This is an optimization exercise on Yosys and OpenROAD, whose aim is small area, a short achievable clock period and few clock cycles per item, not a production implementation. Where RTL was checked, it was by simulation tests only, not by an equivalence proof against the original. The RTL of runs 1 and 2 was laid out without a check of its function. No activity file was given, so power comes from the tool's default toggle rates.

<file path="design/flow/config.mk">
export PLATFORM = sky130hd
export DESIGN_NAME = burst_interval_monitor
export DESIGN_NICKNAME = burst_interval_monitor
export VERILOG_FILES = /design/flow/design.v
export SDC_FILE = /design/flow/constraint.sdc
export NUM_CORES = 4
export LEC_CHECK = 0
export ABC_AREA = 1
export CAP_MARGIN = 20
export CORE_MARGIN = 2
export CORE_UTILIZATION = 40
export SETUP_SLACK_MARGIN = 2.0
export SLEW_MARGIN = 20
</file>
<file path="design/flow/constraint.sdc">
create_clock -name core_clock -period 6.0 [get_ports {clock}]
set_input_delay 1.2000 -clock core_clock [delete_from_list [all_inputs] [get_ports {clock}]]
set_output_delay 1.2000 -clock core_clock [all_outputs]
set_load 0.01 [all_outputs]
</file>
<file path="design/flow/design.v">
`default_nettype none
package bim_pkg;
   localparam int TS_W        = 48;
   localparam int CFG_W       = 32;
   localparam int FC_W        = 8;
   localparam int IVL_W       = 32;
   localparam int OFS_W       = 33;
   localparam int CNT_OUT_W   = 4;
   localparam int KIND_W      = 2;
   localparam int CSR_IDX_W   = 1;
   localparam int REQ_DATA_W  = 56;
   localparam int REQ_USER_W  = 2;
   localparam int RSP_DATA_W  = 152;
   localparam int RSP_USER_W  = 2;
   localparam int RING_DEPTH  = 10;
   localparam int SUM_W       = 36;
   localparam logic [3:0] SUBTYPE_ACTION = 4'hD;
   localparam logic [CFG_W-1:0] EXPECTED_INTERVAL_RESET = 32'd1000000;
   localparam logic [CFG_W-1:0] BURST_TIMEOUT_RESET     = 32'd200000;
   localparam logic [CSR_IDX_W-1:0] CSR_EXPECTED_INTERVAL = 1'b0;
   localparam logic [CSR_IDX_W-1:0] CSR_BURST_TIMEOUT     = 1'b1;
endpackage
`default_nettype wire
`default_nettype none
module bim_div #(
   parameter int B1 = 5,
   parameter int B  = 9
) (
   input  wire logic        clock,
   input  wire logic        reset,
   input  wire logic        load,
   input  wire logic        consume,
   input  wire logic [35:0] dividend,
   input  wire logic [3:0]  divisor,
   input  wire logic [32:0] inst_in,
   output logic             busy,
   output logic             done,
   output logic [31:0]      quotient,
   output logic [32:0]      inst
);
   localparam int ITER   = (32 - B1) / B;
   localparam int STEP_W = (ITER > 1) ? $clog2(ITER) : 1;
   function automatic logic [9:0] bit_step(input logic [4:0] ms, input logic [8:0] r,
                                           input logic b);
      logic [8:0] rn;
      logic       rm, qb;
      rn = '0;
      qb = 1'b0;
      for (int j = 0; j < 9; j++) begin
         rm = 1'b0;
         for (int mi = 0; mi < 5; mi++) begin
            if (j < 2*mi + 1) rm = rm | (ms[mi] & r[(j + 2*mi + 1) >> 1]);
         end
         rn[j] = (b == 1'(j & 1)) ? r[j >> 1] : rm;
         for (int mi = 0; mi < 5; mi++) begin
            if (j >= 2*mi + 1) rn[j] = rn[j] & !ms[mi];
         end
      end
      for (int mi = 0; mi < 5; mi++) begin
         for (int i = 0; i < 2*mi + 1; i++) begin
            if (2*i + 32'(b) >= 2*mi + 1) qb = qb | (ms[mi] & r[i]);
         end
      end
      bit_step = {qb, rn};
   endfunction
   logic [31:0]       quo_ff, quo_nx, quo_ld;
   logic [8:0]        rem_ff, rem_nx, rem_ld;
   logic [4:0]        ms_ff, ms_in;
   logic [32:0]       inst_ff;
   logic [1:0]        sh_in;
   logic [STEP_W-1:0] step_ff;
   logic              busy_ff, done_ff;
   always_comb begin
      case (divisor)
         4'd2:    begin sh_in = 2'd1; ms_in = 5'b00001; end
         4'd3:    begin sh_in = 2'd0; ms_in = 5'b00010; end
         4'd4:    begin sh_in = 2'd2; ms_in = 5'b00001; end
         4'd5:    begin sh_in = 2'd0; ms_in = 5'b00100; end
         4'd6:    begin sh_in = 2'd1; ms_in = 5'b00010; end
         4'd7:    begin sh_in = 2'd0; ms_in = 5'b01000; end
         4'd8:    begin sh_in = 2'd3; ms_in = 5'b00001; end
         4'd9:    begin sh_in = 2'd0; ms_in = 5'b10000; end
         4'd10:   begin sh_in = 2'd1; ms_in = 5'b00100; end
         default: begin sh_in = 2'd0; ms_in = 5'b00001; end
      endcase
   end
   logic [35:0] sh_sum;
   logic [9:0]  st;
   always_comb begin
      sh_sum = dividend >> sh_in;
      rem_ld = '0;
      for (int i = 0; i < 9; i++) rem_ld[i] = (sh_sum[35:32] == 4'(i));
      quo_ld = sh_sum[31:0];
      for (int k = 0; k < B1; k++) begin
         st     = bit_step(ms_in, rem_ld, quo_ld[31]);
         quo_ld = {quo_ld[30:0], st[9]};
         rem_ld = st[8:0];
      end
   end
   always_comb begin
      rem_nx = rem_ff;
      quo_nx = quo_ff;
      for (int k = 0; k < B; k++) begin
         st     = bit_step(ms_ff, rem_nx, quo_nx[31]);
         quo_nx = {quo_nx[30:0], st[9]};
         rem_nx = st[8:0];
      end
   end
   always_ff @(posedge clock) begin
      if (reset) begin
         busy_ff <= 1'b0;
         done_ff <= 1'b0;
         step_ff <= '0;
      end else if (load) begin
         busy_ff <= 1'b1;
         done_ff <= 1'b0;
         step_ff <= '0;
      end else if (busy_ff) begin
         step_ff <= step_ff + 1'b1;
         if (step_ff == STEP_W'(ITER - 1)) begin
            busy_ff <= 1'b0;
            done_ff <= 1'b1;
         end
      end else if (consume) begin
         done_ff <= 1'b0;
      end
   end
   always_ff @(posedge clock) begin
      if (load) begin
         quo_ff  <= quo_ld;
         rem_ff  <= rem_ld;
         ms_ff   <= ms_in;
         inst_ff <= inst_in;
      end else if (busy_ff) begin
         quo_ff <= quo_nx;
         rem_ff <= rem_nx;
      end
   end
   assign busy     = busy_ff;
   assign done     = done_ff;
   assign quotient = quo_ff;
   assign inst     = inst_ff;
endmodule
`default_nettype wire
`default_nettype none
import bim_pkg::*;
module burst_interval_monitor (
   input  wire logic                             clock,
   input  wire logic                             reset,
   input  wire logic                             req_tvalid,
   output logic                                  req_tready,
   input  wire logic [bim_pkg::REQ_DATA_W-1:0]   req_tdata,
   input  wire logic [bim_pkg::REQ_USER_W-1:0]   req_tuser,
   output logic                                  rsp_tvalid,
   input  wire logic                             rsp_tready,
   output logic [bim_pkg::RSP_DATA_W-1:0]        rsp_tdata,
   output logic [bim_pkg::RSP_USER_W-1:0]        rsp_tuser,
   input  wire logic                             csr_we,
   input  wire logic [bim_pkg::CSR_IDX_W-1:0]    csr_index,
   input  wire logic [bim_pkg::CFG_W-1:0]        csr_wdata
);
   logic [CFG_W-1:0] expected_ff, timeout_ff;
   logic             r_valid, r_op, r_qual;
   logic [TS_W-1:0]  r_ts;
   logic             active_ff, has_prev_ff;
   logic [TS_W-1:0]  last_ff, prev_last_ff;
   logic [3:0]       n_ff;
   logic [IVL_W-1:0] ring [RING_DEPTH];
   logic [SUM_W-1:0] dm_ff;         
   logic             load_pend;     
   logic             new_sp, new_ep, new_k1;
   logic             old_sp, old_ep, old_k1;
   logic [3:0]       old_cnt;
   logic             div_load, div_busy, div_done, div_consume;
   logic [IVL_W-1:0] div_q;
   logic [OFS_W-1:0] div_inst;
   logic             old_busy, stall, go;
   logic [TS_W-1:0]  elapsed;
   logic             hit, is_end, is_start, push;
   logic [IVL_W-1:0] ivl;
   assign old_busy   = old_sp | old_ep;
   assign stall      = r_valid & !r_op & r_qual & !active_ff & (old_busy | load_pend);
   assign req_tready = !stall;
   assign go         = r_valid & !stall;
   assign elapsed = r_ts - last_ff;
   assign ivl     = (|elapsed[TS_W-1:IVL_W]) ? '1 : elapsed[IVL_W-1:0];
   logic [TS_W+1:0]  w;
   logic             c1;
   assign c1  = r_ts >= last_ff;
   assign w   = {2'b00, r_ts} + {2'b00, ~last_ff} +
                {2'b00, {(TS_W - CFG_W){1'b1}}, ~timeout_ff} + (TS_W+2)'(2);
   assign hit = c1 ? w[TS_W+1] : (w[TS_W+1] | w[TS_W]);
   assign is_end   = go & r_op & active_ff & hit;
   assign is_start = go & !r_op & r_qual & !active_ff;
   assign push     = is_start & has_prev_ff;
   logic             h_old, h_sp, h_k1, h_ivl, take;
   logic [IVL_W-1:0] h_interval;
   assign h_old = old_busy;
   assign h_sp  = h_old ? old_sp : new_sp;
   assign h_k1  = h_old ? old_k1 : new_k1;
   assign h_ivl = h_sp & h_k1;
   assign rsp_tvalid  = h_sp ? (!h_k1 | div_done) : (h_old ? old_ep : new_ep);
   assign take        = rsp_tvalid & rsp_tready;
   assign div_consume = take & h_ivl;
   assign h_interval = h_ivl ? (h_old ? ring[1] : ring[0]) : '0;
   assign rsp_tuser = h_sp ? {1'b0, h_k1} : 2'd2;
   assign rsp_tdata = {2'b00,
                       h_old ? old_cnt : n_ff,
                       h_ivl ? OFS_W'({1'b0, div_q} - {1'b0, expected_ff}) : '0,
                       h_ivl ? div_inst : '0,
                       h_interval,
                       h_old ? prev_last_ff : last_ff};
   logic new_sp_t, new_ep_t, old_sp_t, old_ep_t;
   assign old_sp_t = old_sp & !(take & h_old & old_sp);
   assign old_ep_t = old_ep & !(take & h_old & !old_sp);
   assign new_sp_t = new_sp & !(take & !h_old & new_sp);
   assign new_ep_t = new_ep & !(take & !h_old & !new_sp);
   always_ff @(posedge clock) begin
      if (reset) begin
         expected_ff <= EXPECTED_INTERVAL_RESET;
         timeout_ff  <= BURST_TIMEOUT_RESET;
      end else if (csr_we) begin
         if (csr_index == CSR_EXPECTED_INTERVAL) expected_ff <= csr_wdata;
         else                                    timeout_ff  <= csr_wdata;
      end
   end
   always_ff @(posedge clock) begin
      if (reset) begin
         r_valid <= 1'b0;
      end else if (!stall) begin
         r_valid <= req_tvalid;
      end
   end
   always_ff @(posedge clock) begin
      if (!stall) begin
         r_op   <= req_tuser[0];
         r_qual <= req_tuser[1] && (req_tdata[FC_W-1:FC_W-4] == SUBTYPE_ACTION);
         r_ts   <= req_tdata[FC_W+TS_W-1:FC_W];
      end
   end
   always_ff @(posedge clock) begin
      if (reset) begin
         active_ff   <= 1'b0;
         has_prev_ff <= 1'b0;
         last_ff     <= '0;
         n_ff        <= '0;
         load_pend   <= 1'b0;
         new_sp      <= 1'b0;
         new_ep      <= 1'b0;
         new_k1      <= 1'b0;
         old_sp      <= 1'b0;
         old_ep      <= 1'b0;
         old_k1      <= 1'b0;
      end else begin
         if (div_load) load_pend <= 1'b0;
         if (push)     load_pend <= 1'b1;
         old_sp <= old_sp_t;
         old_ep <= old_ep_t;
         new_sp <= new_sp_t;
         new_ep <= new_ep_t;
         if (is_end) begin
            active_ff <= 1'b0;
            new_ep    <= 1'b1;
         end
         if (is_start) begin
            active_ff   <= 1'b1;
            has_prev_ff <= 1'b1;
            last_ff     <= r_ts;
            old_sp      <= new_sp_t;
            old_ep      <= new_ep_t;
            old_k1      <= new_k1;
            new_sp      <= 1'b1;
            new_ep      <= 1'b0;
            new_k1      <= has_prev_ff;
         end
         if (push) begin
            n_ff <= (n_ff == 4'(RING_DEPTH)) ? n_ff : n_ff + 1'b1;
         end
      end
   end
   always_ff @(posedge clock) begin
      if (is_start) begin
         prev_last_ff <= last_ff;
         old_cnt      <= n_ff;
      end
   end
   always_ff @(posedge clock) begin
      if (push) begin
         ring[0] <= ivl;
         for (int i = 1; i < RING_DEPTH; i++) ring[i] <= ring[i-1];
      end
   end
   logic [SUM_W-1:0] sum, drop;
   assign sum      = dm_ff + {{(SUM_W - IVL_W){1'b0}}, ring[0]};
   assign drop     = (n_ff == 4'(RING_DEPTH)) ? {{(SUM_W - IVL_W){1'b0}}, ring[RING_DEPTH-1]} : '0;
   assign div_load = load_pend & !div_busy & (!div_done | div_consume);
   always_ff @(posedge clock) begin
      if (reset) begin
         dm_ff <= '0;
      end else if (div_load) begin
         dm_ff <= dm_ff + {{(SUM_W - IVL_W){1'b0}}, ring[0]} - drop;
      end
   end
   bim_div u_div (
      .clock    (clock),
      .reset    (reset),
      .load     (div_load),
      .consume  (div_consume),
      .dividend (sum),
      .divisor  (n_ff),
      .inst_in  ({1'b0, ring[0]} - {1'b0, expected_ff}),
      .busy     (div_busy),
      .done     (div_done),
      .quotient (div_q),
      .inst     (div_inst)
   );
endmodule
`default_nettype wire
</file>
<file path="design/flow/run.sh">
#!/bin/bash
# synth_recipe.tcl (not shown) runs the flow's synth.tcl, then flattens the netlist and writes it again
# the make line also repeats each setting of config.mk as NAME=value (left out here)
make -C /OpenROAD-flow-scripts/flow DESIGN_CONFIG=/design/flow/config.mk WORK_HOME=/design/flow/orfs CLKGATE_MAP_FILE= SYNTH_SCRIPT=/design/flow/synth_recipe.tcl finish
</file>
==> results of run 1 <==
==> registers in the layout, indices dropped and copies added, names as in the netlist, 9 cells and up <==
signal         flops
r_ts              48
prev_last_ff      48
u_div.quo_ff      32
expected_ff       32
dm_ff             36
timeout_ff        32
ring             320
u_div.rem_ff       9
u_div.inst_ff     33
last_ff           48
==> worst max-delay path: cells and delay by family (launching register included) <==
| family | cells | cell delay, ps |
|---|---|---|
| AOI/OAI and AO/OA | 9 | 1050 |
| adders and majority gates | 2 | 470 |
| buffers and inverters | 5 | 370 |
| DFF | 1 | 370 |
| and+or+nand+nor | 18 | 1480 |
==> cells in the final DEF, fill, tap and decap left out, types with 37 or more instances in the layout <==
cell type	count
a21oi_1	346
a21oi_2	43
buf_4	262
buf_6	79
clkbuf_16	84
clkdlybuf4s50_1	222
dfxtp_1	168
edfxtp_1	501
ha_1	208
ha_4	37
inv_1	461
inv_2	37
nand2_1	675
nand2_2	104
nand3_1	179
nand3_2	86
nand4_1	74
nor2_1	243
o21ai_0	262
o21ai_2	41
xor2_1	79
==> cells by family (layout without fill, tap and decap cells) <==
family,count (synthesis),after routing,synth area share [%]
AO/OA/AOI/OAI,924,924,13.5
XOR/XNOR,142,142,3.27
adder cells (fa/ha/maj),284,284,9.96
buffers and inverters,653,1267,6.66
flip-flops,674,674,48.3
multiplexers,19,19,0.496
other,1,4,0.00979
AND/OR/NAND/NOR,1545,1546,17.8
==> stage by stage <==
| stage | total power, mW | utilization, % | worst slack [ps] | area, um^2 |
|---|---|---|---|---|
| after floorplan | 5.59 | - | -1320 | 38600 |
| after global placement | 5.83 | 44.7 | 419 | 42500 |
| after detailed placement | 5.84 | 44.7 | 425 | 42500 |
| after CTS | 10.7 | 50.5 | 314 | 48000 |
| after global routing | 11.0 | 53.2 | -8.49 | 50500 |
| final | 10.7 | 53.2 | 352 | 50500 |
==> worst paths after layout <==
| path | to | cells after the start |
|---|---|---|
| max | rsp_tdata[137] | 34 |
| min | ring[4][1] | 0 |
| max reg2reg | dm_ff[32] | 31 |
| min reg2reg | ring[4][1] | 0 |
==> routing by layer <==
metal	part of all wire, %	vias up	track usage, %
met5	0.0088	-	0
met4	4.1	2	9.31
met3	8.0	255	5.39
met2	44	1109	36.7
met1	44	15564	34.1
li1	-	15673	-
==> power by group through the flow <==
stage	Combinational [mW]	Clock [mW]	Sequential, mW
CTS	0.769	4.92	5.03
floorplan	0.465	0	5.12
global route	0.905	5.09	5.04
detailed placement	0.704	0	5.13
global placement	0.698	0	5.13
finish	0.816	4.81	5.03
==> layout make-up <==
cell class              instances  area [um^2]
fillers                      8541        44500
multi-input cells            2917        20100
flip-flops and latches        674        18500
repair buffers                602         5690
clock buffers                 104         2130
inverters                     517         1990
well taps                    1265         1580
clock inverters                44          449
diodes                          2         5.00
==> what timing repair did <==
action                     4_1_cts  5_1_grt
buffers inserted               190      108
pin swaps                      117      188
resized for setup              362      396
hold buffers                     0        0
gates cloned                     4        4
setup endpoints to repair      166      275
==> synthesized netlist by cell type, types with 11 or more instances <==
master,instances
o22a_1,13
a21oi_1,404
xor2_1,95
buf_2,22
mux2i_1,19
o21ai_0,299
nand2_2,21
nor3_1,33
fa_1,35
o21ai_2,14
clkbuf_1,91
o21bai_1,17
nor2_1,282
dfxtp_1,173
inv_1,491
a31oi_1,29
buf_1,11
o21ai_1,34
a21o_1,11
nand3_1,260
o211ai_1,30
inv_2,13
xnor2_1,46
edfxtp_1,501
ha_1,249
nor2_2,20
nand4_1,74
nand3_2,21
nand2_1,785
==> results_dict.tcl, run 1 <==
set metrics [dict create \
    ys_ff_latch 674 \
    final.setup_skew_ps 32.2 \
    worstMarginPinSlew_ps 1070 \
    instances_no_fill 6125 \
    start_kind "register" \
    crit_path_start "u_div.quo_ff[0]" \
    rrSetupSlack_ps 1210 \
    synth_area_leaders "edfxtp_1 39%, dfxtp_1 9.0%, ha_1 8.1%" \
    yosysSeqAreaShare_pct 48.3 \
    drc 0 \
    fmax_mhz 177 \
    cts_tree "done" \
    dp_cells 5669 \
    critPathMaxStageDelay_ps 370 \
    clockPowerShare_pct 45.1 \
    dpl.hpwl_um 87100 \
    die_h_um 314 \
    grt_pass1_wl_um 182000 \
    vias 32603 \
    hold_violations 0 \
    yosysUniqueCellTypes 75 \
    relSlewSlack_pct 28.5 \
    syn2layout_area_growth_pct 31.8 \
    htreeDepth 3 \
    gp_congestion 0.917 \
    async_reset_ff_share_pct 0 \
    syn-instance-count 4242 \
    cp-end-kind "output pin" \
    grt_pass1_vias 30555 \
    fin_crit_sh_pct 94.1 \
    drtIter0Drc 2845 \
    holdCritPathClass "reg -> reg" \
    clk_pin_slew_ps 60 \
    crit_fanout 3 \
    ios 252 \
    min_from "ring[3][1]" \
    synth_ff_type "edfxtp_1" \
    wl_um 126000 \
    grt_max_degree 168 \
    r2r-start "ring[0][4]" \
    antenna_found_initial 3 \
    layout-drive-gt1-share_pct 22.7 \
    synth_area_leader_cell "edfxtp_1" \
    row_count 113 \
    drtPass1Iterations 7 \
    holdWs_ps 412 \
    grt_setup_unrepaired "true" \
    numCtsBuffers 79 \
    max-cap-violations 0 \
    avgViaCountPerCell 5.32 \
    p_int_mw 8.07 \
    maxSlewViolCount 0 \
    yosys.area.top_type_share_pct 39.3 \
    p_per_area_nw_per_um2 211 \
    worst_ep_required_time_ps 4800 \
    clock_latency_ps 690 \
    synth_edf_count 501 \
    setup-violations-final 0 \
    nets 5171 \
    cts_num_sinks 674 \
    die_w_um 314 \
    power_switching_mw 2.59 \
    arrival_ps 4450 \
    grt_usage_pct 24.4 \
    syn_area_um2 38300 \
    p_leak_nw 20.2 \
    crit_type "reg -> out" \
    max-clock-path-buffers 3 \
    initial_core_util_pct 40.3 \
    slowest_stage "edfxtp_1" \
    dieArea_um2 98300 \
    seqPwrFrac_pct 47.2 \
    wire_per_inst_um 20.5 \
    yosysWarnings 13 \
    vdd.ir_drop.worst_v 0.000187 \
    p_sw_share_pct 24.3 \
    min_period_ps 5650 \
    antenna_left 0 \
    status "finished clean" \
    avgSynthCellArea_um2 9.03 \
    core_area_um2 95000 \
    combPwrFrac_pct 7.7 \
    fin_tns_setup_ps 0 \
    io_buffers 245 \
    clockRootBuffer "clkbuf_16" \
    crit_path_frequent_cell "nand2_1" \
    grt_overflow 0 \
]
==> run 2: changes to the inputs <==
--- a/design/flow/config.mk
+++ b/design/flow/config.mk
@@ -7,3 +7,2 @@
 export LEC_CHECK = 0
-export ABC_AREA = 1
 export CAP_MARGIN = 20
==> results_dict.tcl, run 2 <==
set metrics [dict create \
    status "finished clean" \
    ff2ff_path_depth 26 \
    synth.most_common_cell "nand2_1" \
    arrival_ps 4420 \
    synth_edf_count 501 \
    fin_crit_sh_pct 93.7 \
    maxSlewViolCount 0 \
    postCtsHoldBufs 0 \
    initial_core_util_pct 40.3 \
    instances_no_fill 6024 \
    final.setup_skew_ps 41.8 \
    die_w_um 318 \
    clockRootBuffer "clkbuf_16" \
    core_area_um2 98100 \
    fin_total_pwr_mw 10.4 \
    synth_area_leaders "edfxtp_1 38%, dfxtp_1 8.8%, ha_1 7.9%" \
    numCtsBuffers 76 \
    async_reset_ff_share_pct 0 \
    start_kind "register" \
    fmax_mhz 178 \
    row_count 115 \
    cts_tree "done" \
    r2r_end "dm_ff[32]" \
    synthSimpleGateAreaFrac_pct 16.5 \
    clk_pin_slew_ps 60 \
    syn2layout_area_growth_pct 33.0 \
    fin_area_um2 52600 \
    rrSetupSlack_ps 510 \
    drtIter0Drc 2935 \
    synth_compound_area_share_pct 18.5 \
    largest_reg_flops 320 \
    dieArea_um2 101000 \
    antenna_found_initial 1 \
    worstMarginPinSlew_ps 1100 \
    max-cap-violations 0 \
    die_h_um 318 \
    antenna_left 0 \
    final_common_cell "nand2_1" \
    p_leak_nw 19.2 \
    yosysWarnings 13 \
    drtPass1Iterations 5 \
    dp_cells 5639 \
    vias 34231 \
    clock_latency_ps 640 \
    wire_per_inst_um 22.2 \
    synth_top_family_by_area "compound AO/OA/AOI/OAI gates" \
    syn_area_um2 39500 \
    yosys.area.top_type_share_pct 38.1 \
    cp-end-kind "output pin" \
    largest_register "ring" \
    p_per_area_nw_per_um2 198 \
    nets 5055 \
    final_cell_mix "607 x nand2_1, 501 x edfxtp_1, 343 x buf_4" \
    r2r-start "ring[0][0]" \
    synthAdderAreaFrac_pct 9.68 \
    vdd.ir_drop.worst_v 0.000209 \
    crit_type "reg -> out" \
    avgViaCountPerCell 5.68 \
    ios 252 \
    yosysSeqAreaShare_pct 46.8 \
    grt_overflow 0 \
    min_period_ps 5620 \
    grt_max_degree 208 \
    wl_um 134000 \
    worst_ep_required_time_ps 4800 \
    min_from "ring[6][0]" \
    fin_util_pct 53.6 \
    gp_congestion 0.920 \
    dpl.hpwl_um 96200 \
    synthMuxAreaShare_pct 1.54 \
    crit_fanout 3 \
    holdPathEnd "ring[7][0]" \
    synth_ff_type "edfxtp_1" \
    max-clock-path-buffers 3 \
    htreeDepth 3 \
    holdCritPathClass "reg -> reg" \
    synth_xor_area_share_pct 2.90 \
    drc 0 \
    ys_ff_latch 674 \
    layout-drive-gt1-share_pct 23.3 \
    syn-instance-count 4092 \
    relSlewSlack_pct 26.9 \
    grt_usage_pct 25.2 \
    yosysUniqueCellTypes 114 \
    grt_pass1_vias 32009 \
    synthTopCellsByCount "615 x nand2_1, 501 x edfxtp_1, 373 x a21oi_1" \
    io_buffers 245 \
    setup-violations-final 0 \
    hold_depth 0 \
    dp_slack_ps 322 \
    grt_pass1_wl_um 197000 \
    grt_setup_unrepaired "true" \
    dpl_cell_area_um2 45000 \
    hold_violations 0 \
    cts_num_sinks 674 \
    setup_ws_ps 379 \
    synth_area_leader_cell "edfxtp_1" \
    avgSynthCellArea_um2 9.66 \
]
## run 2: final cells by class
cell class,count,area [um^2]
Inverter,250,951
Clock buffer,99,2040
Antenna cell,1,2.50
Clock inverter,40,412
Tap cell,1287,1610
Fill cell,8705,45600
Timing Repair Buffer,673,6010
Multi-Input combinational cell,3000,23000
Sequential cell,674,18500
## run 2: cell families (layout without fill, tap and decap cells)
group,after synthesis,in the layout
AND/OR/NAND/NOR,1397,1400
multiplexers,55,55
AO/OA/AOI/OAI,1123,1127
adder cells (fa/ha/maj),285,285
other,1,3
XOR/XNOR,131,131
buffers and inverters,426,1062
flip-flops,674,674
## run 2: repair_timing
item	CTS	global route
buffers inserted	169	68
gates cloned	4	3
setup endpoints to repair	222	534
pin swaps	224	186
resized for setup	468	251
## run 2: report_power, final
| part | switching (mW) | total [mW] | internal (mW) |
|---|---|---|---|
| sequential | 0.0364 | 5.03 | 4.99 |
| clock | 1.94 | 4.64 | 2.71 |
| combinational | 0.422 | 0.740 | 0.318 |
## run 2: how the worst max path moves through the flow
stage	slack, ps	startpoint	end
detailed placement	320	ring[0][0]	dm_ff[32]
global route	120	u_div.quo_ff[0]	rsp_tdata[143]
CTS	340	u_div.quo_ff[0]	rsp_tdata[143]
global placement	360	u_div.ms_ff[3]	u_div.quo_ff[1]
finish	380	u_div.quo_ff[1]	rsp_tdata[143]
floorplan	-70	old_sp	u_div.ms_in[0]
## run 2: metrics by stage
step	hold WS, ps	setup TNS, ps
5_1_grt	412	0
3_3_place_gp	400	0
2_1_floorplan	400	-74.2
4_1_cts	407	0
6_report	402	0
3_5_place_dp	405	0
## run 2: critical path, cell delays in order (launching register included)
cell       delay (ps)
edfxtp_1          430
buf_6             160
fa_2              370
a21oi_2           140
o21bai_2           80
a21o_1            180
a21oi_2           140
o21a_1            170
o21ai_2            70
or4_4             450
a31oi_4           210
a21o_1            200
o2111ai_2         170
nand3_2           130
nand3_2            70
o211ai_1          160
buf_4             180
o21ai_4            80
xnor2_2           160
nor2_1            110
buf_2             140
## run 2: per-layer routing
layer | vias to the layer above | track usage (%) | routed length, um
met3 | 255 | 3.43 | 8020
met4 | 0 | 8.44 | 5020
li1 | 16064 | - | -
met1 | 16728 | 33.8 | 57400
met2 | 1184 | 41.8 | 63300
met5 | - | 0 | 0
==> run 3: changes to the inputs <==
--- a/design/flow/design.v
+++ b/design/flow/design.v
@@ -87,3 +87,3 @@
    logic [35:0] sh_sum;
-   logic [9:0]  st;
+   logic [9:0]  st_ld, st_nx;
    always_comb begin
@@ -94,5 +94,5 @@
       for (int k = 0; k < B1; k++) begin
-         st     = bit_step(ms_in, rem_ld, quo_ld[31]);
-         quo_ld = {quo_ld[30:0], st[9]};
-         rem_ld = st[8:0];
+         st_ld     = bit_step(ms_in, rem_ld, quo_ld[31]);
+         quo_ld = {quo_ld[30:0], st_ld[9]};
+         rem_ld = st_ld[8:0];
       end
@@ -103,5 +103,5 @@
       for (int k = 0; k < B; k++) begin
-         st     = bit_step(ms_ff, rem_nx, quo_nx[31]);
-         quo_nx = {quo_nx[30:0], st[9]};
-         rem_nx = st[8:0];
+         st_nx     = bit_step(ms_ff, rem_nx, quo_nx[31]);
+         quo_nx = {quo_nx[30:0], st_nx[9]};
+         rem_nx = st_nx[8:0];
       end
@@ -164,2 +164,6 @@
    logic [TS_W-1:0]  r_ts;
+   assign r_valid = req_tvalid;
+   assign r_op    = req_tuser[0];
+   assign r_qual  = req_tuser[1] && (req_tdata[FC_W-1:FC_W-4] == SUBTYPE_ACTION);
+   assign r_ts    = req_tdata[FC_W+TS_W-1:FC_W];
    logic             active_ff, has_prev_ff;
@@ -168,3 +172,3 @@
    logic [IVL_W-1:0] ring [RING_DEPTH];
-   logic [SUM_W-1:0] dm_ff;         
+   logic [SUM_W-1:0] sum_ff;        
    logic             load_pend;     
@@ -177,2 +181,3 @@
    logic             old_busy, stall, go;
+   logic             new_sp_t, new_ep_t, old_sp_t, old_ep_t;
    logic [TS_W-1:0]  elapsed;
@@ -181,6 +186,7 @@
    assign old_busy   = old_sp | old_ep;
-   assign stall      = r_valid & !r_op & r_qual & !active_ff & (old_busy | load_pend);
+   assign stall      = r_valid & !r_op & r_qual & !active_ff & (old_sp_t | old_ep_t | load_pend);
    assign req_tready = !stall;
    assign go         = r_valid & !stall;
-   assign elapsed = r_ts - last_ff;
+   logic             borrow;
+   assign {borrow, elapsed} = {1'b0, r_ts} - {1'b0, last_ff};
    assign ivl     = (|elapsed[TS_W-1:IVL_W]) ? '1 : elapsed[IVL_W-1:0];
@@ -188,3 +194,3 @@
    logic             c1;
-   assign c1  = r_ts >= last_ff;
+   assign c1  = !borrow;
    assign w   = {2'b00, r_ts} + {2'b00, ~last_ff} +
@@ -212,3 +218,2 @@
                        h_old ? prev_last_ff : last_ff};
-   logic new_sp_t, new_ep_t, old_sp_t, old_ep_t;
    assign old_sp_t = old_sp & !(take & h_old & old_sp);
@@ -228,16 +233,2 @@
       if (reset) begin
-         r_valid <= 1'b0;
-      end else if (!stall) begin
-         r_valid <= req_tvalid;
-      end
-   end
-   always_ff @(posedge clock) begin
-      if (!stall) begin
-         r_op   <= req_tuser[0];
-         r_qual <= req_tuser[1] && (req_tdata[FC_W-1:FC_W-4] == SUBTYPE_ACTION);
-         r_ts   <= req_tdata[FC_W+TS_W-1:FC_W];
-      end
-   end
-   always_ff @(posedge clock) begin
-      if (reset) begin
          active_ff   <= 1'b0;
@@ -292,5 +283,4 @@
    end
-   logic [SUM_W-1:0] sum, drop;
-   assign sum      = dm_ff + {{(SUM_W - IVL_W){1'b0}}, ring[0]};
-   assign drop     = (n_ff == 4'(RING_DEPTH)) ? {{(SUM_W - IVL_W){1'b0}}, ring[RING_DEPTH-1]} : '0;
+   logic [SUM_W-1:0] sum;
+   assign sum      = sum_ff + {{(SUM_W - IVL_W){1'b0}}, ring[0]};
    assign div_load = load_pend & !div_busy & (!div_done | div_consume);
@@ -298,5 +288,7 @@
       if (reset) begin
-         dm_ff <= '0;
+         sum_ff <= '0;
       end else if (div_load) begin
-         dm_ff <= dm_ff + {{(SUM_W - IVL_W){1'b0}}, ring[0]} - drop;
+         sum_ff <= sum;
+      end else if (push && n_ff == 4'(RING_DEPTH)) begin
+         sum_ff <= sum_ff - {{(SUM_W - IVL_W){1'b0}}, ring[RING_DEPTH-1]};
       end
--- a/design/flow/config.mk
+++ b/design/flow/config.mk
@@ -7,6 +7,9 @@
 export LEC_CHECK = 0
-export CAP_MARGIN = 20
+export ABC_AREA = 1
+export CAP_MARGIN = 5
 export CORE_MARGIN = 2
-export CORE_UTILIZATION = 40
-export SETUP_SLACK_MARGIN = 2.0
-export SLEW_MARGIN = 20
+export CORE_UTILIZATION = 55
+export GPL_ROUTABILITY_DRIVEN = 0
+export GPL_TIMING_DRIVEN = 1
+export SETUP_SLACK_MARGIN = 0.3
+export SLEW_MARGIN = 5
==> results_dict.tcl, run 3 <==
set metrics [dict create \
    status "finished clean" \
    dieArea_um2 70500 \
    clockPowerShare_pct 44.3 \
    dp_slack_ps 110 \
    ys_ff_latch 623 \
    synth_area_leaders "edfxtp_1 36%, dfxtp_1 9.1%, nand2_1 8.9%" \
    combPwrFrac_pct 7.4 \
    dpl_cell_area_um2 41100 \
    largest_register "ring" \
    min_period_ps 5550 \
    r2r-start "ring[0][0]" \
    synth.most_common_cell "nand2_1" \
    setup_ws_ps 446 \
    crit_path_frequent_cell "nand2_1" \
    slowest_stage "dfxtp_1" \
    drtPass1Iterations 6 \
    crit_fanout 4 \
    syn_area_um2 37600 \
    reg.largest.list "ring: 320 flops, last_ff: 48 flops, prev_last_ff: 48 flops" \
    cts_num_sinks 623 \
    wire_per_inst_um 19.8 \
    avgViaCountPerCell 5.67 \
    yosys.area.top_type_share_pct 36.0 \
    p_per_area_nw_per_um2 219 \
    crit_type "reg -> out" \
    fmax_mhz 180 \
    p_sw_share_pct 23.1 \
    htreeDepth 3 \
    setup-violations-final 0 \
    clockRootBuffer "clkbuf_16" \
    cts_tree "done" \
    path_buf_inv 5 \
    final.setup_skew_ps 23.6 \
    synthTopCellsByCount "889 x nand2_1, 507 x inv_1, 451 x edfxtp_1" \
    antenna_found_initial 1 \
    wl_um 110000 \
    final_common_cell "nand2_1" \
    yosysWarnings 3 \
    grt_pass1_vias 29671 \
    max-clock-path-buffers 3 \
    fillers 5817 \
    grt_pass1_wl_um 169000 \
    worst_ep_required_time_ps 4800 \
    numCtsBuffers 69 \
    grt_setup_unrepaired "true" \
    avgSynthCellArea_um2 8.58 \
    min_from "ring[5][19]" \
    fin_util_pct 64.5 \
    core_area_um2 67500 \
    synth_ff_type "edfxtp_1" \
    die_h_um 266 \
    cp-end-kind "output pin" \
    seqPwrFrac_pct 48.2 \
    fin_crit_sh_pct 92.6 \
    row_count 95 \
    grt_overflow 0 \
    clock_latency_ps 620 \
    postCtsHoldBufs 0 \
    dpl.hpwl_um 83000 \
    synth_area_leader_cell "edfxtp_1" \
    clk_pin_slew_ps 60 \
    drc 0 \
    largest_reg_flops 320 \
    fin_area_um2 43600 \
    path_delay_family "compound AO/OA/AOI/OAI gates" \
    syn-instance-count 4385 \
    start_kind "register" \
    yosysSeqAreaShare_pct 45.1 \
    max-cap-violations 0 \
    antenna_left 0 \
    arrival_ps 4350 \
    die_w_um 266 \
    relSlewSlack_pct 27.5 \
    holdWs_ps 415 \
    grt_usage_pct 31.0 \
    hold_violations 0 \
    power_switching_mw 2.21 \
    holdCritPathClass "reg -> reg" \
    yosysUniqueCellTypes 72 \
    syn2layout_area_growth_pct 15.8 \
    p_leak_nw 18.0 \
    rrSetupSlack_ps 850 \
    worstMarginPinSlew_ps 1090 \
    synth_edf_count 451 \
    drtIter0Drc 2857 \
    async_reset_ff_share_pct 0 \
    crit_path_start "expected_ff[0]" \
    layout-drive-gt1-share_pct 8.82 \
    grt_max_degree 177 \
    critPathMaxStageDelay_ps 440 \
    maxSlewViolCount 0 \
    vdd.ir_drop.worst_v 0.000224 \
    vias 31504 \
    nets 5006 \
    ios 252 \
    p_int_mw 7.34 \
    final_cell_mix "879 x nand2_1, 498 x inv_1, 451 x edfxtp_1" \
    io_buffers 245 \
    initial_core_util_pct 55.7 \
]
[run 3: cell types whose count changed after synthesis, moves of 64 or more]
cell      change
nor3_1       -64
nand3_1     +175
inv_1       +262
nand2b_1     -64
o21ai_0     +112
a21oi_1      +76
nand2_1     +274
[run 3: worst paths after layout]
path                                   endpoint  cells past startpoint
worst max-delay path             rsp_tdata[143]                     31
worst min register to register      ring[6][19]                      0
worst max register to register  u_div.quo_ff[0]                     37
worst min-delay path                ring[6][19]                      0
[run 3: cell families (layout without fill, tap and decap cells)]
family	after synthesis	after routing	share of synthesized area, %
and+or+nand+nor	1697	1697	20.3
AOI/OAI and AO/OA	977	977	14.5
buffers and inverters	680	975	7.07
DFF	623	623	45.1
adders and majority gates	284	284	10.1
xor gates and xnor gates	122	122	2.84
other	1	3	0.00996
muxes	1	1	0.0299
[run 3: power by group through the flow]
stage	clock, mW	combinational [mW]	sequential [mW]
after floorplan	0	0.449	4.69
after global placement	0	0.671	4.70
after detailed placement	0	0.679	4.70
after CTS	4.31	0.694	4.60
after global routing	4.45	0.796	4.61
final	4.24	0.711	4.61
[run 3: final cells by class]
cell class / count / area, um^2 / share of cell area [%]
Clock buffer: 87 / 1850 / 4.24
Sequential cell: 623 / 17000 / 39.0
Antenna cell: 1 / 2.50 / 0.00574
Multi-Input combinational cell: 3083 / 18200 / 41.7
Tap cell: 873 / 1090 / 2.51
Timing Repair Buffer: 316 / 3020 / 6.94
Clock inverter: 39 / 420 / 0.965
Inverter: 533 / 2020 / 4.63
[run 3: what timing repair did]
action                     in CTS  in global routing
setup endpoints to repair      12                 16
pin swaps                       5                 13
resized for setup              24                 35
buffers inserted               10                 10
[run 3: routing by layer]
layer	GRT usage (%)	vias up	wire length (um)
li1	-	15516	-
met1	42.7	14777	48500
met3	4.86	207	7280
met4	12.5	0	4670
met5	0	-	0
met2	49.3	1004	49300
[run 3: through the flow]
step	instances	total power [mW]	setup TNS, ps
2_1_floorplan	4386	5.14	-379260
3_3_place_gp	5408	5.37	0
3_5_place_dp	5408	5.37	0
4_1_cts	5544	9.61	0
5_1_grt	5554	9.85	0
6_report	5555	9.55	0
Testbench counts of run 3, summed over its fixed seeds: cycles 2,536, items 2,424.
==> run 4: changes to the inputs <==
--- a/design/flow/config.mk
+++ b/design/flow/config.mk
@@ -10,5 +10,4 @@
 export CORE_MARGIN = 2
-export CORE_UTILIZATION = 55
+export CORE_UTILIZATION = 48
 export GPL_ROUTABILITY_DRIVEN = 0
-export GPL_TIMING_DRIVEN = 1
 export SETUP_SLACK_MARGIN = 0.3
==> results_dict.tcl, run 4 <==
set metrics [dict create \
    slowest_stage "edfxtp_1" \
    clk_pin_slew_ps 60 \
    maxSlewViolCount 0 \
    grt_pass1_vias 30235 \
    setup-violations-final 0 \
    setup_ws_ps 254 \
    cts_tree "done" \
    yosysUniqueCellTypes 72 \
    largest_reg_flops 320 \
    htreeDepth 3 \
    cp.depth 32 \
    synth_edf_count 451 \
    synth_area_leader_cell "edfxtp_1" \
    io_buffers 245 \
    yosysSeqAreaShare_pct 45.1 \
    worstMarginPinSlew_ps 1110 \
    path_buf_inv 8 \
    status "finished clean" \
    max-clock-path-buffers 3 \
    hold_violations 0 \
    grt_max_degree 161 \
    synth_area_leaders "edfxtp_1 36%, dfxtp_1 9.1%, nand2_1 8.9%" \
    async_reset_ff_share_pct 0 \
    busiest_layer "met2" \
    fin_area_um2 44100 \
    arrival_ps 4550 \
    clock_latency_ps 620 \
    holdWs_ps 409 \
    cts_num_sinks 623 \
    die_h_um 284 \
    layout-drive-gt1-share_pct 9.52 \
    p_sw_share_pct 23.2 \
    diodes 0 \
    ys_ff_latch 623 \
    ff2ff_path_depth 35 \
    path_delay_family "compound AO/OA/AOI/OAI gates" \
    numCtsBuffers 71 \
    avgViaCountPerCell 5.48 \
    crit_fanout 3 \
    wl_um 112000 \
    fin_total_pwr_mw 9.72 \
    antenna_left 0 \
    core_area_um2 77600 \
    crit_path_frequent_cell "nand2_1" \
    dpl_cell_area_um2 41300 \
    critPathMaxStageDelay_ps 390 \
    fin_crit_sh_pct 95.8 \
    nets 5029 \
    yosys.area.top_type_share_pct 36.0 \
    seqPwrFrac_pct 47.4 \
    start_kind "register" \
    avgSynthCellArea_um2 8.58 \
    synthTopCellsByCount "889 x nand2_1, 507 x inv_1, 451 x edfxtp_1" \
    holdCritPathClass "reg -> reg" \
    max-cap-violations 0 \
    grt_usage_pct 27.3 \
    vdd.ir_drop.worst_v 0.000212 \
    hold_depth 0 \
    initial_core_util_pct 48.5 \
    syn_area_um2 37600 \
    power_switching_mw 2.25 \
    final_common_cell "nand2_1" \
    synth_ff_type "edfxtp_1" \
    cp-end-kind "output pin" \
    drtIter0Drc 2717 \
    grt_setup_unrepaired "true" \
    drtPass1Iterations 8 \
    syn-instance-count 4385 \
    worst_ep_required_time_ps 4800 \
    ios 252 \
    met2_usage_pct 44.6 \
    drc 0 \
    syn2layout_area_growth_pct 17.1 \
    dpl.hpwl_um 82800 \
    dieArea_um2 80700 \
    row_count 102 \
    clockPowerShare_pct 45.1 \
    p_per_area_nw_per_um2 221 \
    final_cell_mix "879 x nand2_1, 499 x inv_1, 451 x edfxtp_1" \
    relSlewSlack_pct 25.7 \
    grt_overflow 0 \
    instances_no_fill 5745 \
    die_w_um 284 \
    p_int_mw 7.47 \
    fin_tns_setup_ps 0 \
    fin_util_pct 56.8 \
    postCtsHoldBufs 0 \
    yosysWarnings 3 \
    clockRootBuffer "clkbuf_16" \
    reg.largest.list "ring: 320 flops, last_ff: 48 flops, prev_last_ff: 48 flops" \
    synth.most_common_cell "nand2_1" \
    combPwrFrac_pct 7.6 \
    p_leak_nw 18.1 \
    dp_slack_ps 32.1 \
    fmax_mhz 174 \
    antenna_found_initial 1 \
    vias 31485 \
    wire_per_inst_um 19.4 \
    use_met1_pct 37.4 \
    crit_type "reg -> out" \
    min_period_ps 5750 \
    final.setup_skew_ps 24.2 \
    largest_register "ring" \
    grt_pass1_wl_um 172000 \
    use_met3_pct 3.39 \
    dp_cells 5581 \
]
## run 4: cell counts after synthesis
Identical to the previous run, type by type.
## run 4: final cells by class
type	instances	area (um^2)
clock buffers	102	2010
clock inverters	27	334
fillers	7151	33500
inverters	533	2020
multi-input cells	3083	18200
flip-flops and latches	623	17000
well taps	1040	1300
repair buffers	337	3190
## run 4: final timing paths
path | start | endpoint | slack (ps)
hold reg to reg | ring[2][2] | ring[3][2] | 410
hold / removal | ring[2][2] | ring[3][2] | 410
setup / recovery | u_div.quo_ff[0] | rsp_tdata[141] | 250
setup reg to reg | ring[0][0] | u_div.quo_ff[0] | 780
## run 4: cells by family (layout without fill, tap and decap cells)
kind of cell / Yosys count / in the layout / synth area share [%]
AO/OA/AOI/OAI: 977 / 977 / 14.5
XOR/XNOR: 122 / 122 / 2.84
AND/OR/NAND/NOR: 1697 / 1697 / 20.3
adder cells (fa/ha/maj): 284 / 284 / 10.1
flip-flops: 623 / 623 / 45.1
buffers and inverters: 680 / 999 / 7.07
multiplexers: 1 / 1 / 0.0299
other: 1 / 2 / 0.00996
## run 4: routing by layer
layer,routed length [um],vias to the layer above
met5,15,-
met4,4010,2
met3,6970,173
met2,51400,915
met1,49200,14880
li1,-,15515
## run 4: what timing repair did
action / in CTS / in global routing
pin swaps: 17 / 19
resized for setup: 58 / 26
setup endpoints to repair: 15 / 17
setup buffers: 25 / 10
## run 4: power by group through the flow
| stage | logic (mW) | registers [mW] | clock network (mW) |
|---|---|---|---|
| after floorplan | 0.449 | 4.69 | 0 |
| after detailed placement | 0.692 | 4.70 | 0 |
| after CTS | 0.721 | 4.60 | 4.47 |
| final | 0.737 | 4.61 | 4.38 |
| after global routing | 0.824 | 4.61 | 4.63 |
| after global placement | 0.685 | 4.69 | 0 |
==> run 5: changes to the inputs <==
--- a/design/flow/config.mk
+++ b/design/flow/config.mk
@@ -10,5 +10,5 @@
 export CORE_MARGIN = 2
-export CORE_UTILIZATION = 48
+export CORE_UTILIZATION = 55
 export GPL_ROUTABILITY_DRIVEN = 0
-export SETUP_SLACK_MARGIN = 0.3
+export SETUP_SLACK_MARGIN = 0.2
 export SLEW_MARGIN = 5
==> results_dict.tcl, run 5 <==
set metrics [dict create \
    status "finished clean" \
    fmax_mhz 177 \
    fin_crit_sh_pct 94.3 \
    synth.most_common_cell "nand2_1" \
    numCtsBuffers 69 \
    yosysUniqueCellTypes 72 \
    cp-end-kind "output pin" \
    arrival_ps 4460 \
    holdCritPathClass "reg -> reg" \
    ios 252 \
    max-clock-path-buffers 3 \
    dp_cells 5408 \
    grt_pass1_wl_um 169000 \
    min_period_ps 5660 \
    vdd.ir_drop.worst_v 0.000224 \
    rrSetupSlack_ps 850 \
    clk_pin_slew_ps 60 \
    final_cell_mix "882 x nand2_1, 498 x inv_1, 451 x edfxtp_1" \
    async_reset_ff_share_pct 0 \
    wl_um 110000 \
    fin_total_pwr_mw 9.56 \
    avgSynthCellArea_um2 8.58 \
    reg.largest.list "ring: 320 flops, last_ff: 48 flops, prev_last_ff: 48 flops" \
    hold_violations 0 \
    drtPass1Iterations 6 \
    synth_area_leader_cell "edfxtp_1" \
    synth_area_leaders "edfxtp_1 36%, dfxtp_1 9.1%, nand2_1 8.9%" \
    core_area_um2 67500 \
    max-cap-violations 0 \
    ys_ff_latch 623 \
    crit_type "reg -> out" \
    clock_latency_ps 620 \
    io_buffers 245 \
    antenna_found_initial 0 \
    grt_pass1_vias 29631 \
    final_common_cell "nand2_1" \
    critPathMaxStageDelay_ps 390 \
    setup-violations-final 0 \
    fin_util_pct 64.6 \
    start_kind "register" \
    p_per_area_nw_per_um2 219 \
    relSlewSlack_pct 28.3 \
    dpl.hpwl_um 83000 \
    crit_path_frequent_cell "nand2_1" \
    drc 0 \
    syn2layout_area_growth_pct 15.8 \
    dpl_cell_area_um2 41100 \
    grt_overflow 0 \
    vias 31534 \
    yosysWarnings 3 \
    cts_tree "done" \
    grt_usage_pct 31.0 \
    dp_slack_ps 110 \
    wire_per_inst_um 19.8 \
    avgViaCountPerCell 5.68 \
    clockRootBuffer "clkbuf_16" \
    grt_setup_unrepaired "true" \
    row_count 95 \
    fin_area_um2 43600 \
    yosys.area.top_type_share_pct 36.0 \
    syn_area_um2 37600 \
    grt_max_degree 177 \
    p_leak_nw 18.1 \
    slowest_stage "edfxtp_1" \
    syn-instance-count 4385 \
    diodes 0 \
    crit_fanout 4 \
    htreeDepth 3 \
    die_w_um 266 \
    cts_num_sinks 623 \
    worst_ep_required_time_ps 4800 \
    instances_no_fill 5556 \
    maxSlewViolCount 0 \
    synth_edf_count 451 \
    largest_reg_flops 320 \
    yosysSeqAreaShare_pct 45.1 \
    drtIter0Drc 2890 \
    worstMarginPinSlew_ps 1080 \
    nets 5008 \
    layout-drive-gt1-share_pct 8.86 \
    postCtsHoldBufs 0 \
    antenna_left 0 \
    dieArea_um2 70500 \
    synth_ff_type "edfxtp_1" \
    die_h_um 266 \
    synthTopCellsByCount "889 x nand2_1, 507 x inv_1, 451 x edfxtp_1" \
    initial_core_util_pct 55.7 \
    largest_register "ring" \
    setup_ws_ps 341 \
    final.setup_skew_ps 22.3 \
]
run 5: cell counts after synthesis:
Identical to the previous run, type by type.
run 5: logic make-up (layout without fill, tap and decap cells):
family                   count (synthesis)  after routing  share of synthesized area, %
XOR/XNOR                               122            122                          2.84
AND/OR/NAND/NOR                       1697           1697                          20.3
multiplexers                             1              1                        0.0299
other                                    1              2                       0.00996
flip-flops                             623            623                          45.1
buffers and inverters                  680            977                          7.07
AO/OA/AOI/OAI                          977            977                          14.5
adder cells (fa/ha/maj)                284            284                          10.1
run 5: stage by stage:
stage,setup TNS (ps),hold slack (ps)
floorplan,-379260,400
global placement,0,400
detailed placement,0,405
CTS,0,411
global route,0,412
finish,0,415
run 5: cell type report:
| type | count | area, um^2 |
|---|---|---|
| well taps | 873 | 1090 |
| inverters | 533 | 2020 |
| repair buffers | 318 | 3040 |
| multi-input cells | 3083 | 18200 |
| clock inverters | 39 | 420 |
| clock buffers | 87 | 1850 |
| fillers | 5812 | 23900 |
| flip-flops and latches | 623 | 17000 |
run 5: layer usage:
layer	track usage [%]	vias up	routed length (um)
li1	-	15521	-
met1	42.8	14775	48800
met2	49.3	1049	49500
met3	4.66	189	7140
met4	12.3	0	4590
met5	0	-	0
run 5: timing repair:
item,CTS,global route
gates cloned,0,0
setup buffers,8,14
resized for setup,15,47
pin swaps,3,12
setup endpoints to repair,10,15
run 5: path summary, 6_finish.rpt:
check                       start              end  cells past startpoint
setup / recovery  u_div.quo_ff[0]   rsp_tdata[143]                     32
hold / removal        ring[5][19]      ring[6][19]                      0
setup reg to reg       ring[0][0]  u_div.quo_ff[0]                     37
hold reg to reg       ring[5][19]      ring[6][19]                      0
run 5: power by group:
part,total [mW],switching (mW),internal (mW)
registers,4.61,0.00983,4.60
clock network,4.24,1.78,2.46
logic,0.714,0.428,0.286
run 5: critical path: cells and delay by family (launching register included):
| kind | cells | cell delay (ps) |
|---|---|---|
| adder cells (fa/ha/maj) | 2 | 460 |
| AND/OR/NAND/NOR | 12 | 910 |
| buffers and inverters | 6 | 430 |
| AO/OA/AOI/OAI | 12 | 1660 |
| flip-flops | 1 | 390 |
==> run 6: changes to the inputs <==
--- a/design/flow/config.mk
+++ b/design/flow/config.mk
@@ -12,3 +12,3 @@
 export GPL_ROUTABILITY_DRIVEN = 0
-export SETUP_SLACK_MARGIN = 0.2
+export SETUP_SLACK_MARGIN = 0.4
 export SLEW_MARGIN = 5
==> results_dict.tcl, run 6 <==
set metrics [dict create \
    drtPass1Iterations 6 \
    r2r-start "ring[0][0]" \
    numCtsBuffers 69 \
    avgSynthCellArea_um2 8.58 \
    fin_crit_sh_pct 93.2 \
    avgViaCountPerCell 5.66 \
    critPathMaxStageDelay_ps 460 \
    die_h_um 266 \
    setup-violations-final 0 \
    grt_pass1_wl_um 169000 \
    yosys.area.top_type_share_pct 36.0 \
    reg.largest.list "ring: 320 flops, last_ff: 48 flops, prev_last_ff: 48 flops" \
    dieArea_um2 70500 \
    synth_top_family_by_area "simple AND/OR/NAND/NOR gates" \
    crit_path_start "u_div.quo_ff[1]" \
    synth_ff_type "edfxtp_1" \
    synth_area_leaders "edfxtp_1 36%, dfxtp_1 9.1%, nand2_1 8.9%" \
    initial_core_util_pct 55.7 \
    die_w_um 266 \
    syn_area_um2 37600 \
    fin_tns_setup_ps 0 \
    maxSlewViolCount 0 \
    final_cell_mix "881 x nand2_1, 499 x inv_1, 451 x edfxtp_1" \
    synth_area_leader_cell "edfxtp_1" \
    yosysSeqAreaShare_pct 45.1 \
    min_from "ring[5][19]" \
    path_delay_family "compound AO/OA/AOI/OAI gates" \
    nets 5007 \
    synth_edf_count 451 \
    hold_violations 0 \
    largest_reg_flops 320 \
    instances_no_fill 5556 \
    grt_pass1_vias 29669 \
    ys_ff_latch 623 \
    holdCritPathClass "reg -> reg" \
    ios 252 \
    setup_ws_ps 406 \
    yosysWarnings 3 \
    relSlewSlack_pct 26.5 \
    drtIter0Drc 2830 \
    row_count 95 \
    min_period_ps 5590 \
    wire_per_inst_um 19.7 \
    cts_num_sinks 623 \
    synthTopCellsByCount "889 x nand2_1, 507 x inv_1, 451 x edfxtp_1" \
    fin_total_pwr_mw 9.55 \
    syn2layout_area_growth_pct 15.8 \
    grt_usage_pct 31.0 \
    cp-end-kind "output pin" \
    core_area_um2 67500 \
    io_buffers 245 \
    dpl.hpwl_um 83000 \
    async_reset_ff_share_pct 0 \
    dp_cells 5408 \
    fmax_mhz 179 \
    synthMuxAreaShare_pct 0.0299 \
    start_kind "register" \
    final.setup_skew_ps 24.2 \
    status "finished clean" \
    yosysUniqueCellTypes 72 \
    cts_tree "done" \
    p_leak_nw 18.1 \
    path_buf_inv 5 \
    synthAdderAreaFrac_pct 10.1 \
    wl_um 110000 \
    worst_ep_required_time_ps 4800 \
    crit_path_frequent_cell "nand2_1" \
    crit_fanout 4 \
    clockRootBuffer "clkbuf_16" \
    clk_pin_slew_ps 60 \
    crit_type "reg -> out" \
    vias 31430 \
    worstMarginPinSlew_ps 1100 \
    synthSimpleGateAreaFrac_pct 20.3 \
    clock_latency_ps 620 \
    antenna_left 0 \
    layout-drive-gt1-share_pct 8.80 \
    largest_register "ring" \
    grt_overflow 0 \
    synth_xor_area_share_pct 2.84 \
    dpl_cell_area_um2 41100 \
    grt_max_degree 177 \
    vdd.ir_drop.worst_v 0.000223 \
    htreeDepth 3 \
    max-cap-violations 0 \
    dp_slack_ps 110 \
    fin_area_um2 43600 \
    p_per_area_nw_per_um2 219 \
    synth_compound_area_share_pct 14.5 \
    drc 0 \
    slowest_stage "edfxtp_1" \
    syn-instance-count 4385 \
    synth.most_common_cell "nand2_1" \
    final_common_cell "nand2_1" \
    max-clock-path-buffers 3 \
    grt_setup_unrepaired "true" \
    arrival_ps 4390 \
    antenna_found_initial 1 \
]
run 6: cell types whose count changed in the layout (fill, tap and decap cells not counted), moves of 2 or more:
cell            previous run  this run
dlygate4sd2_1              1         4
buf_2                      1         3
dlymetal6s2s_1             5         3
o21ai_2                   17        15
run 6: area by class of cell:
cell class                 instances  area (um^2)
tap                              873         1090
antenna                            1         2.50
sequential                       623        17000
fill                            5812        23900
inverter                         533         2020
clock inverter                    39          420
timing repair buffer             317         3020
multi-input combinational       3083        18200
clock buffer                      87         1850
run 6: metal layers:
| layer | vias up | part of all wire [%] | wire (um) | global-route usage (%) |
|---|---|---|---|---|
| met5 | - | 0 | 0 | 0 |
| met4 | 0 | 4.4 | 4770 | 12.5 |
| met3 | 205 | 6.8 | 7470 | 4.87 |
| met2 | 1018 | 45 | 49100 | 49.3 |
| met1 | 14692 | 44 | 48300 | 42.7 |
| li1 | 15515 | - | - | - |
run 6: path summary, 6_finish.rpt:
| path | end | slack [ps] | depth (start not counted) |
|---|---|---|---|
| max | rsp_tdata[143] | 410 | 30 |
| min | ring[6][19] | 410 | 0 |
| max reg2reg | u_div.quo_ff[0] | 870 | 37 |
| min reg2reg | ring[6][19] | 410 | 0 |
run 6: what timing repair did:
| item | CTS | global route |
|---|---|---|
| resized for setup | 34 | 29 |
| pin swaps | 6 | 12 |
| hold buffers | 0 | 0 |
| setup endpoints to repair | 12 | 26 |
| setup buffers | 11 | 10 |
run 6: metrics by stage:
stage                     hold WS (ps)  util, %
after floorplan                    400        -
final                              415     64.5
after CTS                          411     64.3
after global placement             400     60.8
after detailed placement           405     60.8
after global routing               412     64.5
run 6: logic make-up after synthesis:
| logic type | Yosys count |
|---|---|
| AND/OR/NAND/NOR | 1697 |
| multiplexers | 1 |
| flip-flops | 623 |
| adder cells (fa/ha/maj) | 284 |
| AO/OA/AOI/OAI | 977 |
| other | 1 |
| buffers and inverters | 680 |
| XOR/XNOR | 122 |
run 6: report_power, final:
part	total, mW	leakage, nW	switching [mW]	internal (mW)
Sequential	4.61	5.53	0.00983	4.60
Combinational	0.712	11.4	0.426	0.285
Clock	4.24	1.11	1.78	2.46
==> run 7: changes to the inputs <==
--- a/design/flow/config.mk
+++ b/design/flow/config.mk
@@ -12,3 +12,3 @@
 export GPL_ROUTABILITY_DRIVEN = 0
-export SETUP_SLACK_MARGIN = 0.4
+export SETUP_SLACK_MARGIN = 0.3
 export SLEW_MARGIN = 5
==> results_dict.tcl, run 7 <==
set metrics [dict create \
    status "finished clean" \
    nets 5006 \
    cts_num_sinks 623 \
    holdCritPathClass "reg -> reg" \
    critPathMaxStageDelay_ps 440 \
    initial_core_util_pct 55.7 \
    setup_ws_ps 446 \
    dp_slack_ps 110 \
    ys_ff_latch 623 \
    die_w_um 266 \
    row_count 95 \
    max-cap-violations 0 \
    reg.largest.list "ring: 320 flops, last_ff: 48 flops, prev_last_ff: 48 flops" \
    synth.most_common_cell "nand2_1" \
    p_leak_nw 18.0 \
    synth_area_leader_cell "edfxtp_1" \
    synth_top_family_by_area "simple AND/OR/NAND/NOR gates" \
    layout-drive-gt1-share_pct 8.82 \
    final_cell_mix "879 x nand2_1, 498 x inv_1, 451 x edfxtp_1" \
    path_buf_inv 5 \
    rrSetupSlack_ps 850 \
    synth_ff_type "edfxtp_1" \
    fmax_mhz 180 \
    dieArea_um2 70500 \
    antenna_found_initial 1 \
    avgSynthCellArea_um2 8.58 \
    crit_fanout 4 \
    cts_tree "done" \
    grt_usage_pct 31.0 \
    synth_edf_count 451 \
    synth_xor_area_share_pct 2.84 \
    start_kind "register" \
    crit_path_frequent_cell "nand2_1" \
    hold_depth 0 \
    syn2layout_area_growth_pct 15.8 \
    clock_latency_ps 620 \
    die_h_um 266 \
    fin_area_um2 43600 \
    yosysSeqAreaShare_pct 45.1 \
    numCtsBuffers 69 \
    grt_pass1_wl_um 169000 \
    grt_setup_unrepaired "true" \
    ff2ff_path_depth 37 \
    syn_area_um2 37600 \
    setup-violations-final 0 \
    fin_tns_setup_ps 0 \
    max-clock-path-buffers 3 \
    path_delay_family "compound AO/OA/AOI/OAI gates" \
    htreeDepth 3 \
    vias 31504 \
    drtIter0Drc 2857 \
    io_buffers 245 \
    clockRootBuffer "clkbuf_16" \
    synth_area_leaders "edfxtp_1 36%, dfxtp_1 9.1%, nand2_1 8.9%" \
    cp-end-kind "output pin" \
    yosysWarnings 3 \
    relSlewSlack_pct 27.5 \
    hold_violations 0 \
    ios 252 \
    p_per_area_nw_per_um2 219 \
    r2r_end "u_div.quo_ff[0]" \
    avgViaCountPerCell 5.67 \
    synthSimpleGateAreaFrac_pct 20.3 \
    grt_overflow 0 \
    yosys.area.top_type_share_pct 36.0 \
    min_from "ring[5][19]" \
    grt_pass1_vias 29671 \
    final.setup_skew_ps 23.6 \
    synthMuxAreaShare_pct 0.0299 \
    slowest_stage "dfxtp_1" \
    holdWs_ps 415 \
    grt_max_degree 177 \
    dpl.hpwl_um 83000 \
    synthAdderAreaFrac_pct 10.1 \
    arrival_ps 4350 \
    fin_total_pwr_mw 9.55 \
    worst_ep_required_time_ps 4800 \
    holdPathEnd "ring[6][19]" \
    dpl_cell_area_um2 41100 \
    synthTopCellsByCount "889 x nand2_1, 507 x inv_1, 451 x edfxtp_1" \
    core_area_um2 67500 \
    min_period_ps 5550 \
    r2r-start "ring[0][0]" \
    largest_reg_flops 320 \
    drc 0 \
    crit_type "reg -> out" \
    syn-instance-count 4385 \
    yosysUniqueCellTypes 72 \
    wire_per_inst_um 19.8 \
    drtPass1Iterations 6 \
    final_common_cell "nand2_1" \
    vdd.ir_drop.worst_v 0.000224 \
    synth_compound_area_share_pct 14.5 \
    largest_register "ring" \
    maxSlewViolCount 0 \
    worstMarginPinSlew_ps 1090 \
    antenna_left 0 \
    clk_pin_slew_ps 60 \
    async_reset_ff_share_pct 0 \
    wl_um 110000 \
    fin_crit_sh_pct 92.6 \
]
run 7: cells by family after synthesis:
| kind of cell | count (synthesis) |
|---|---|
| compound gates | 977 |
| xor+xnor | 122 |
| fa+ha+maj | 284 |
| buf+inv | 680 |
| flops | 623 |
| mux | 1 |
| other cells | 1 |
| simple gates | 1697 |
run 7: where the power goes:
part           switching (mW)  internal [mW]
Sequential            0.00984           4.60
Clock                    1.77           2.46
Combinational           0.426          0.285
run 7: layer usage:
layer  wire length (um)  global-route usage (%)  vias up
met5                  0                       0        -
met4               4670                    12.5        0
met3               7280                    4.86      207
met2              49300                    49.3     1004
met1              48500                    42.7    14777
li1                   -                       -    15516
run 7: how the worst max path moves through the flow:
stage,end,cells past startpoint,start,slack (ps)
after global placement,ring[0][31],28,req_tdata[8],170
after detailed placement,ring[0][19],28,req_tdata[8],110
final,rsp_tdata[143],31,expected_ff[0],450
after CTS,rsp_tdata[143],32,u_div.quo_ff[0],190
after global routing,rsp_tdata[142],30,u_div.quo_ff[2],80
after floorplan,sum_ff[6],12,req_tuser[0],-1960
run 7: cell type report:
type	instances	area, um^2
Tap cell	873	1090
Antenna cell	1	2.50
Timing Repair Buffer	316	3020
Clock inverter	39	420
Clock buffer	87	1850
Inverter	533	2020
Sequential cell	623	17000
Fill cell	5817	23900
Multi-Input combinational cell	3083	18200
run 7: repair_timing:
action / 4_1_cts / 5_1_grt
buffers inserted: 10 / 10
hold buffers: 0 / 0
setup endpoints to repair: 12 / 16
gates resized for setup: 24 / 35
pin swaps: 5 / 13
run 7: through the flow:
| stage | utilization, % | std cells |
|---|---|---|
| final | 64.5 | 5555 |
| after global routing | 64.5 | 5554 |
| after global placement | 60.8 | 5408 |
| after floorplan | - | 4386 |
| after CTS | 64.3 | 5544 |
| after detailed placement | 60.8 | 5408 |
==> run 8: changes to the inputs <==
--- a/design/flow/design.v
+++ b/design/flow/design.v
@@ -235,3 +235,2 @@
          has_prev_ff <= 1'b0;
-         last_ff     <= '0;
          n_ff        <= '0;
==> results_dict.tcl, run 8 <==
set metrics [dict create \
    wire_per_inst_um 19.2 \
    p_int_mw 7.59 \
    synthTopCellsByCount "900 x nand2_1, 526 x inv_1, 499 x edfxtp_1" \
    rrSetupSlack_ps 770 \
    synth_area_leader_cell "edfxtp_1" \
    die_h_um 264 \
    yosysUniqueCellTypes 64 \
    grt_max_degree 167 \
    cts_tree "done" \
    antenna_found_initial 3 \
    r2r-start "ring[0][0]" \
    min_period_ps 5880 \
    clockPowerShare_pct 46.3 \
    p_per_area_nw_per_um2 225 \
    crit_path_start "u_div.quo_ff[0]" \
    yosysSeqAreaShare_pct 46.8 \
    synth.most_common_cell "nand2_1" \
    wl_met3_um 7660 \
    clockRootBuffer "clkbuf_16" \
    grt_pass1_wl_um 162000 \
    status "finished clean" \
    syn2layout_area_growth_pct 17.0 \
    antenna_left 0 \
    postCtsHoldBufs 0 \
    worstMarginPinSlew_ps 937 \
    die_w_um 264 \
    reg.largest.list "ring: 320 flops, last_ff: 48 flops, prev_last_ff: 48 flops" \
    numCtsBuffers 72 \
    final.setup_skew_ps 33.0 \
    max-clock-path-buffers 3 \
    grt_pass1_vias 28849 \
    grt_usage_pct 29.7 \
    maxSlewViolCount 0 \
    syn_area_um2 37300 \
    cts_num_sinks 623 \
    max-cap-violations 0 \
    synth_ff_type "edfxtp_1" \
    largest_register "ring" \
    dpl.hpwl_um 79200 \
    dpl_cell_area_um2 40900 \
    crit_type "reg -> out" \
    ys_ff_latch 623 \
    grt_overflow 0 \
    io_buffers 245 \
    initial_core_util_pct 55.6 \
    yosysWarnings 3 \
    crit_path_frequent_cell "nand2_1" \
    seqPwrFrac_pct 47.4 \
    p_leak_nw 18.5 \
    worst_ep_required_time_ps 4800 \
    cp-end-kind "output pin" \
    vdd.ir_drop.worst_v 0.000229 \
    async_reset_ff_share_pct 0 \
    critPathMaxStageDelay_ps 390 \
    fmax_mhz 170 \
    nets 4942 \
    row_count 95 \
    cp-endpoint "rsp_tdata[143]" \
    yosys.area.top_type_share_pct 40.2 \
    p_sw_share_pct 22.7 \
    clk_pin_slew_ps 60 \
    avgViaCountPerCell 5.61 \
    dr.max_layer_used "met4" \
    met1Wirelength_um 48600 \
    dieArea_um2 69900 \
    combPwrFrac_pct 6.3 \
    drtPass1Iterations 6 \
    ff2ff_path_depth 39 \
    hold_violations 0 \
    wl_met2_um 45800 \
    fin_crit_sh_pct 98.1 \
    min_from "ring[3][15]" \
    final_common_cell "nand2_1" \
    core_area_um2 67200 \
    layout-drive-gt1-share_pct 7.88 \
    synth_edf_count 499 \
    regArea_um2 17500 \
    ios 252 \
    final_cell_mix "889 x nand2_1, 516 x inv_1, 499 x edfxtp_1" \
    start_kind "register" \
    drc 0 \
    crit_fanout 3 \
    fin_area_um2 43700 \
    drtIter0Drc 2764 \
    relSlewSlack_pct 37.5 \
    slowest_stage "fa_2" \
    clock_latency_ps 650 \
    wl_um 106000 \
    setup-violations-final 0 \
    vias 30843 \
    grt_setup_unrepaired "true" \
    syn-instance-count 4302 \
    avgSynthCellArea_um2 8.67 \
    multi_input_area_um2 17500 \
    arrival_ps 4680 \
    holdWs_ps 387 \
    htreeDepth 3 \
    power_switching_mw 2.23 \
    synth_area_leaders "edfxtp_1 40%, nand2_1 9.1%, ha_1 8.3%" \
    largest_reg_flops 320 \
    holdCritPathClass "reg -> reg" \
    fillers 5730 \
    r2r_end "u_div.quo_ff[0]" \
]
run 8: cell count changes in the layout (fill, tap and decap cells not counted), moves of 11 or more:
cell,delta
a21oi_1,-51
dfxtp_1,-48
edfxtp_1,+48
nand3_2,-43
o21ai_0,-39
nand3_1,+19
inv_1,+18
o21ai_1,+13
nor2_1,+11
run 8: power by group through the flow:
| stage | logic, mW | clock network, mW | registers (mW) |
|---|---|---|---|
| 2_1_floorplan | 0.391 | 0 | 4.74 |
| 3_3_place_gp | 0.590 | 0 | 4.74 |
| 3_5_place_dp | 0.596 | 0 | 4.74 |
| 4_1_cts | 0.612 | 4.64 | 4.65 |
| 5_1_grt | 0.702 | 4.79 | 4.65 |
| 6_report | 0.623 | 4.54 | 4.65 |
run 8: area by class of cell:
cell class              instances  share of cell area (%)
diodes                          1                 0.00573
inverters                     553                    4.76
flip-flops and latches        623                    40.0
well taps                     873                    2.50
multi-input cells            2995                    40.0
repair buffers                317                    6.99
clock buffers                  92                    4.46
clock inverters                40                    1.26
run 8: worst max-delay path: cells and delay by family, from the launching register on:
| kind | cells | cell delay (ps) |
|---|---|---|
| AND/OR/NAND/NOR | 15 | 1000 |
| flip-flops | 1 | 380 |
| adder cells (fa/ha/maj) | 2 | 510 |
| buffers and inverters | 6 | 480 |
| AO/OA/AOI/OAI | 11 | 1670 |
run 8: repair_timing:
| action | in CTS | in global routing |
|---|---|---|
| resized for setup | 48 | 31 |
| buffers inserted | 6 | 9 |
| pin swaps | 8 | 13 |
| endpoints found under the setup margin | 10 | 19 |
run 8: kinds of logic (layout without fill, tap and decap cells):
kind of cell	Yosys count	in the layout	share of synthesized area, %
AOI/OAI and AO/OA	895	895	13.3
xor gates and xnor gates	118	118	2.77
adders and majority gates	284	284	10.2
buffers and inverters	685	1002	7.10
DFF	623	623	46.8
muxes	3	3	0.0805
other	1	3	0.0101
and+or+nand+nor	1693	1693	19.7
run 8: worst min path at each step:
stage                     cells after the start     endpoint  slack (ps)
after global placement                        0  ring[4][10]         400
after CTS                                     0  ring[4][15]         380
after floorplan                               0   ring[3][0]         400
after global routing                          0  ring[4][15]         400
after detailed placement                      0  ring[3][15]         400
final                                         0  ring[4][15]         390
run 8: stage by stage:
step	setup TNS [ps]	total power [mW]	util (%)	cells	worst slack, ps
finish	0	9.82	65.0	5494	117
global route	-521	10.1	65.0	5493	-184
CTS	0	9.90	64.8	5484	85.3
detailed placement	0	5.34	60.9	5346	25.4
global placement	0	5.33	60.9	5346	18.8
floorplan	-392000	5.13	-	4303	-2470
run 8: layer usage:
metal  up-vias  global-route usage, %
met3       173                   4.97
met1     14435                   43.6
met2      1040                   45.0
met4         0                   9.54
met5         -                      0
li1      15195                      -
Testbench counts of run 8, summed over its fixed seeds: cycles 2,536, items 2,424.
